Background: an optimization exercise with open tools, aiming at small area, a short achievable clock period and few clock cycles per item. Do not read the settings as production practice. Only simulation tests tie the RTL to the original design; equivalence was not proved. Power and IR drop assume default switching activity.

==> v4: inputs <==
==> flow/design.v <==
package tlct_pkg;
   localparam logic [4:0] TOK_ASSIGN = 5'd15;
   localparam logic [4:0] TOK_EQUALS = 5'd16;
   localparam logic [4:0] TOK_SYMBOL = 5'd17;
   localparam logic [4:0] TOK_NUMBER = 5'd18;
   localparam logic [4:0] TOK_IF     = 5'd19;
   localparam logic [4:0] TOK_WHILE  = 5'd20;
   localparam logic [4:0] TOK_OUT    = 5'd21;
   localparam logic [4:0] TOK_END    = 5'd22;
   localparam logic [4:0] TOK_ERROR  = 5'd23;
   localparam logic [1:0] KIND_NONE   = 2'd0;
   localparam logic [1:0] KIND_ASSIGN = 2'd1;
   localparam logic [1:0] KIND_SYMBOL = 2'd2;
   localparam logic [1:0] KIND_NUMBER = 2'd3;
endpackage
import tlct_pkg::*;
module toy_language_char_tokenizer
(
   input  logic        clock,
   input  logic        reset,
   input  logic        req_valid,
   output logic        req_stall,
   input  logic [7:0]  req_char_in,
   input  logic        req_end_of_input,
   output logic        rsp_valid,
   input  logic        rsp_stall,
   output logic [4:0]  rsp_token_kind,
   output logic [4:0]  rsp_text_length,
   output logic [63:0] rsp_text_first,
   output logic [63:0] rsp_text_second,
   output logic        rsp_text_overflow,
   output logic        rsp_last_of_run
);
   logic       m_v, k_v;
   logic [7:0] m_ch, k_ch;
   logic       m_eoi, k_eoi;
   logic [1:0] pk;
   logic [4:0] plen;
   logic       povf;
   logic [7:0] text [16];
   logic        o_v;
   logic [4:0]  o_kind, o_len;
   logic        o_ovf, o_last;
   logic [7:0]  o_b0;
   logic [15:1] o_show;
   logic        s_v;
   logic [4:0]  s_kind;
   logic [7:0]  s_b0;
   logic       is_op, is_eq, is_let, is_dig;
   logic [3:0] op_idx;
   always_comb begin
      is_op  = 1'b1;
      op_idx = 4'd0;
      case (m_ch)
         "+": op_idx = 4'd0;
         "-": op_idx = 4'd1;
         "*": op_idx = 4'd2;
         "/": op_idx = 4'd3;
         "%": op_idx = 4'd4;
         "<": op_idx = 4'd5;
         ">": op_idx = 4'd6;
         "!": op_idx = 4'd7;
         "&": op_idx = 4'd8;
         "|": op_idx = 4'd9;
         "(": op_idx = 4'd10;
         ")": op_idx = 4'd11;
         "{": op_idx = 4'd12;
         "}": op_idx = 4'd13;
         ";": op_idx = 4'd14;
         default: is_op = 1'b0;
      endcase
   end
   assign is_eq  = (m_ch == "=");
   assign is_let = ((m_ch >= "a") && (m_ch <= "z")) || ((m_ch >= "A") && (m_ch <= "Z"));
   assign is_dig = (m_ch >= "0") && (m_ch <= "9");
   logic       has_p, ptext;
   logic       flush, own_v, start, append;
   logic [4:0] own_kind;
   logic [7:0] own_b0;
   logic [1:0] pk_in;
   logic       kw_if, kw_out, kw_while;
   assign has_p = (pk != KIND_NONE);
   assign ptext = pk[1];
   assign kw_if = (pk == KIND_SYMBOL) && (plen == 5'd1) && (text[0] == "i") && (m_ch == "f");
   assign kw_out = (pk == KIND_SYMBOL) && (plen == 5'd2) && (text[0] == "o")
      && (text[1] == "u") && (m_ch == "t");
   assign kw_while = (pk == KIND_SYMBOL) && (plen == 5'd4) && (text[0] == "w")
      && (text[1] == "h") && (text[2] == "i") && (text[3] == "l") && (m_ch == "e");
   always_comb begin
      flush    = 1'b0;
      own_v    = 1'b0;
      own_kind = TOK_ERROR;
      own_b0   = 8'h00;
      start    = 1'b0;
      append   = 1'b0;
      pk_in    = pk;
      if (m_eoi) begin
         flush    = has_p;
         own_v    = 1'b1;
         own_kind = TOK_END;
         pk_in    = KIND_NONE;
      end else if (is_op) begin
         flush    = has_p;
         own_v    = 1'b1;
         own_kind = {1'b0, op_idx};
         pk_in    = KIND_NONE;
      end else if (is_eq) begin
         if (pk == KIND_ASSIGN) begin
            own_v    = 1'b1;
            own_kind = TOK_EQUALS;
            pk_in    = KIND_NONE;
         end else begin
            flush = has_p;
            pk_in = KIND_ASSIGN;
         end
      end else if (is_let) begin
         if (pk != KIND_SYMBOL) begin
            flush = has_p;
            start = 1'b1;
            pk_in = KIND_SYMBOL;
         end else begin
            append = 1'b1;
            if (kw_if || kw_out || kw_while) begin
               own_v    = 1'b1;
               own_kind = kw_if ? TOK_IF : (kw_out ? TOK_OUT : TOK_WHILE);
               pk_in    = KIND_NONE;
            end
         end
      end else if (is_dig) begin
         if (!ptext) begin
            flush = has_p;
            start = 1'b1;
            pk_in = KIND_NUMBER;
         end else begin
            append = 1'b1;
         end
      end else begin
         own_v  = 1'b1;
         own_b0 = m_ch;
      end
   end
   logic xfer, r_out, r_two, r_none, proc, flush_text, two;
   assign xfer       = o_v & ~rsp_stall;
   assign r_out      = o_v & rsp_stall;           
   assign r_two      = r_out & s_v;
   assign r_none     = ~r_out & ~s_v;
   assign flush_text = flush & ptext;
   assign two        = flush & own_v;
   assign proc = m_v & ~(r_two & (flush | own_v))
                     & ~((flush_text | two) & ~r_none)
                     & ~(o_v & rsp_stall & o_show[1]);
   logic m_free, acc;
   assign m_free    = ~m_v | proc;
   assign acc       = req_valid & ~k_v;
   assign req_stall = k_v;
   always_ff @(posedge clock) begin
      if (reset) begin
         m_v <= 1'b0;
         k_v <= 1'b0;
      end else begin
         if (m_free) begin
            m_v <= k_v | acc;
            k_v <= 1'b0;
         end else if (acc) begin
            k_v <= 1'b1;
         end
      end
   end
   always_ff @(posedge clock) begin
      if (m_free) begin
         m_ch  <= k_v ? k_ch : req_char_in;
         m_eoi <= k_v ? k_eoi : req_end_of_input;
      end
      if (!m_free && !k_v) begin
         k_ch  <= req_char_in;
         k_eoi <= req_end_of_input;
      end
   end
   always_ff @(posedge clock) begin
      if (reset) begin
         pk <= KIND_NONE;
      end else if (proc) begin
         pk <= pk_in;
      end
   end
   always_ff @(posedge clock) begin
      if (proc) begin
         if (start) begin
            plen <= 5'd1;
            povf <= 1'b0;
         end else if (append) begin
            if (plen[4]) begin
               povf <= 1'b1;
            end else begin
               plen <= plen + 5'd1;
            end
         end
      end
   end
   for (genvar j = 0; j < 16; j++) begin : g_text
      always_ff @(posedge clock) begin
         if (proc && ((start && j == 0) || (append && plen == 5'(j)))) begin
            text[j] <= m_ch;
         end
      end
   end
   logic [4:0]  t0_kind, t0_len;
   logic        t0_ovf;
   logic [7:0]  t0_b0;
   logic [15:1] t0_show;
   always_comb begin
      t0_kind = own_kind;
      t0_len  = (own_kind == TOK_ERROR) ? 5'd1 : 5'd0;
      t0_ovf  = 1'b0;
      t0_b0   = own_b0;
      t0_show = '0;
      if (flush) begin
         t0_kind = (pk == KIND_ASSIGN) ? TOK_ASSIGN :
                   ((pk == KIND_SYMBOL) ? TOK_SYMBOL : TOK_NUMBER);
         t0_len  = ptext ? plen : 5'd0;
         t0_ovf  = ptext & povf;
         t0_b0   = ptext ? text[0] : 8'h00;
         for (int j = 1; j < 16; j++) begin
            t0_show[j] = ptext && (plen > 5'(j));
         end
      end
   end
   logic s_err;
   logic new1;
   assign s_err = (s_kind == TOK_ERROR);
   assign new1  = proc & (flush | own_v);
   always_ff @(posedge clock) begin
      if (reset) begin
         o_v <= 1'b0;
         s_v <= 1'b0;
      end else if (!r_out) begin
         if (s_v) begin
            o_v <= 1'b1;
            s_v <= new1;
         end else begin
            o_v <= new1;
            s_v <= proc & two;
         end
      end else if (!s_v) begin
         s_v <= new1;
      end
   end
   always_ff @(posedge clock) begin
      if (!r_out) begin
         if (s_v) begin
            o_kind <= s_kind;
            o_len  <= s_err ? 5'd1 : 5'd0;
            o_ovf  <= 1'b0;
            o_last <= 1'b1;
            o_b0   <= s_b0;
            o_show <= '0;
         end else begin
            o_kind <= t0_kind;
            o_len  <= t0_len;
            o_ovf  <= t0_ovf;
            o_last <= ~two;
            o_b0   <= t0_b0;
            o_show <= t0_show;
         end
      end
      if (!r_out && !s_v) begin
         s_kind <= own_kind;
         s_b0   <= own_b0;
      end else if (!s_v || !r_out) begin
         s_kind <= t0_kind;
         s_b0   <= t0_b0;
      end
   end
   assign rsp_valid         = o_v;
   assign rsp_token_kind    = o_kind;
   assign rsp_text_length   = o_len;
   assign rsp_text_overflow = o_ovf;
   assign rsp_last_of_run   = o_last;
   always_comb begin
      rsp_text_first[7:0] = o_b0;
      for (int j = 1; j < 8; j++) begin
         rsp_text_first[8*j +: 8] = text[j] & {8{o_show[j]}};
      end
      for (int j = 0; j < 8; j++) begin
         rsp_text_second[8*j +: 8] = text[8+j] & {8{o_show[8+j]}};
      end
   end
endmodule
==> flow/run.sh <==
#!/bin/bash
# synth_recipe.tcl (not shown) runs the flow's synth.tcl, then flattens the netlist and writes it again
# the make line also repeats each setting of config.mk as NAME=value (left out here)
make -C /OpenROAD-flow-scripts/flow DESIGN_CONFIG=/design/flow/config.mk WORK_HOME=/design/flow/orfs CLKGATE_MAP_FILE= SYNTH_SCRIPT=/design/flow/synth_recipe.tcl finish
==> flow/config.mk <==
export PLATFORM = sky130hd
export DESIGN_NAME = toy_language_char_tokenizer
export DESIGN_NICKNAME = toy_language_char_tokenizer
export VERILOG_FILES = /design/flow/design.v
export SDC_FILE = /design/flow/constraint.sdc
export NUM_CORES = 4
export LEC_CHECK = 0
export ABC_CLOCK_PERIOD_IN_PS = 1800
export CAP_MARGIN = 20
export CORE_MARGIN = 2
export CORE_UTILIZATION = 60
export SETUP_SLACK_MARGIN = 3.5
export SLEW_MARGIN = 20
==> flow/constraint.sdc <==
create_clock -name core_clock -period 5.5 [get_ports {clock}]
set_input_delay 1.1000 -clock core_clock [delete_from_list [all_inputs] [get_ports {clock}]]
set_output_delay 1.1000 -clock core_clock [all_outputs]
set_load 0.01 [all_outputs]
==> v25: changes against v4 <==
--- a/flow/config.mk
+++ b/flow/config.mk
@@ -5,9 +5,8 @@
 export SDC_FILE = /design/flow/constraint.sdc
 export NUM_CORES = 4
 export LEC_CHECK = 0
-export ABC_CLOCK_PERIOD_IN_PS = 1800
 export CAP_MARGIN = 20
 export CORE_MARGIN = 2
 export CORE_UTILIZATION = 60
-export SETUP_SLACK_MARGIN = 3.5
+export SETUP_SLACK_MARGIN = 3.0
 export SLEW_MARGIN = 20
==> v3: changes against v4 <==
--- a/flow/config.mk
+++ b/flow/config.mk
@@ -5,9 +5,7 @@
 export SDC_FILE = /design/flow/constraint.sdc
 export NUM_CORES = 4
 export LEC_CHECK = 0
-export ABC_CLOCK_PERIOD_IN_PS = 1800
 export CAP_MARGIN = 20
 export CORE_MARGIN = 2
-export CORE_UTILIZATION = 60
-export SETUP_SLACK_MARGIN = 3.5
+export CORE_UTILIZATION = 40
 export SLEW_MARGIN = 20
==> metrics.md <==
| Metric | Value |
|---|---|
| Outcome | `finished clean` |
| Hold path cells | `2` |
| Clock group | `1.46 mW` |
| CP delay by family, top | `compound AO/OA/AOI/OAI gates` |
| Post-Layout Cell Count | `1136` |
| CTS buffer count | `23` |
| Power share of the sequential group | `51.4%` |
| Die Y | `155.0 um` |
| Fin crit period | `4.341 ns` |
| Skew-Pair Late Insertion Delay | `0.51 ns` |
| Area after DPL | `10990 um^2` |
| Most frequent cells in the layout | `200 x edfxtp_1, 154 x clkdlybuf4s50_1, 126 x and2_1, 36 x nor2_1, 34 x nand2_1` |
| Buffers, non-clock | `165` |
| Critical Path RT | `5.63 ns` |
| Seq power | `1.85 mW` |
| Gr usage total | `19.27%` |
| Routed Wire Length | `23.43 mm` |
| CP cell instances | `buf_4 -> nor2_1 -> a221oi_4 -> nand2b_1 -> o2111a_1 -> maj3_2 -> a31oi_4 -> o21ai_1 -> buf_4 -> nor2_1` |
| CP peak stage delay | `0.86 ns` |
(the above is from v3)
==> metrics.md <==
| Metric | Value |
|---|---|
| Outcome | `finished clean` |
| Seq power | `1.83 mW` |
| CP delay by family, top | `simple AND/OR/NAND/NOR gates` |
| Syn-to-layout area delta | `57.53%` |
| Top class by area | `registers` |
| Post-Layout Cell Count | `1211` |
| Area after DPL | `11110 um^2` |
| Seq/Total Area, Yosys | `67.16%` |
| Most frequent cells in the layout | `200 x edfxtp_1, 187 x buf_6, 98 x and2_4, 65 x buf_4, 46 x buf_2` |
| WHS | `0.5597 ns` |
| Clock sinks | `206` |
| Clock group | `1.47 mW` |
| CP cell instances | `buf_6 -> and2_1 -> nand4_1 -> o2111ai_2 -> or3_4 -> or3_4 -> nand2b_4 -> buf_8 -> nor4_4 -> buf_6` |
| Gr usage total | `34.69%` |
| Skew-Pair Late Insertion Delay | `0.55 ns` |
| Fin crit period | `3.390 ns` |
| Power share of the sequential group | `46.8%` |
| Dominant cell type by area after synthesis | `edfxtp_1` |
| Buffers, non-clock | `335` |
| Routed Wire Length | `39.53 mm` |
(the above is from v4)
==> metrics.md <==
| Metric | Value |
|---|---|
| Outcome | `finished clean` |
| Buffers, non-clock | `298` |
| Skew-Pair Late Insertion Delay | `0.51 ns` |
| Area after DPL | `11020 um^2` |
| CP peak stage delay | `0.48 ns` |
| Critical Path RT | `5.69 ns` |
| Clock group | `1.39 mW` |
| Die Y | `127.3 um` |
| Seq power | `1.82 mW` |
| Fin crit period | `3.074 ns` |
| Power share of the sequential group | `48.8%` |
| Gr usage total | `33.39%` |
| CP cell instances | `buf_6 -> or3b_4 -> nor2_2 -> nand2_1 -> o21a_1 -> nor2_1 -> inv_1 -> nor3_2 -> o21bai_2` |
| Most frequent cells in the layout | `200 x edfxtp_1, 109 x buf_6, 72 x and2_4, 64 x buf_4, 55 x and2_1` |
| Routed Wire Length | `30.84 mm` |
| CP delay by family, top | `simple AND/OR/NAND/NOR gates` |
(the above is from v25)
Testbench counts of v4, summed over its fixed seeds: cycles 24,024, items 24,000.
Testbench counts of v25, summed over its fixed seeds: cycles 24,024, items 24,000.
Testbench counts of v3, summed over its fixed seeds: cycles 24,024, items 24,000.

-- re-timing with driven ports --
No port has a modelled driver above. Below, the same layouts with a new extraction and two added sets of constraints.
Step 1: set_driving_cell puts a clkbuf_16 on clock and a buf_2 on each other input, an assumption about the parent block.
Step 2 adds t to the input delays and takes it off the output delays; t is the mean of the earliest and latest rising clock arrival at the registers after step 1. Input paths then give back, and output paths get back, about the clock's delay inside the block.
Slacks: ideal ports / drivers / drivers and shift; pairs: ideal ports / drivers.
run	t, ns	setup WS [ns]	worst hold slack (ns)	worst setup path at the end
v4	0.565	2.110 / 2.110 / 1.806	0.560 / 0.560 / 0.560	input to register
v25	0.537	2.426 / 2.426 / 1.996	0.525 / 0.525 / 0.525	input to register
v3	0.546	1.159 / 1.159 / 1.159	0.508 / 0.508 / 0.508	register to register
After both steps setup and hold are still met in every run listed. The setup slack of v25, which loses most, moves by 0.000 ns with the drivers and by -0.430 ns with both steps.
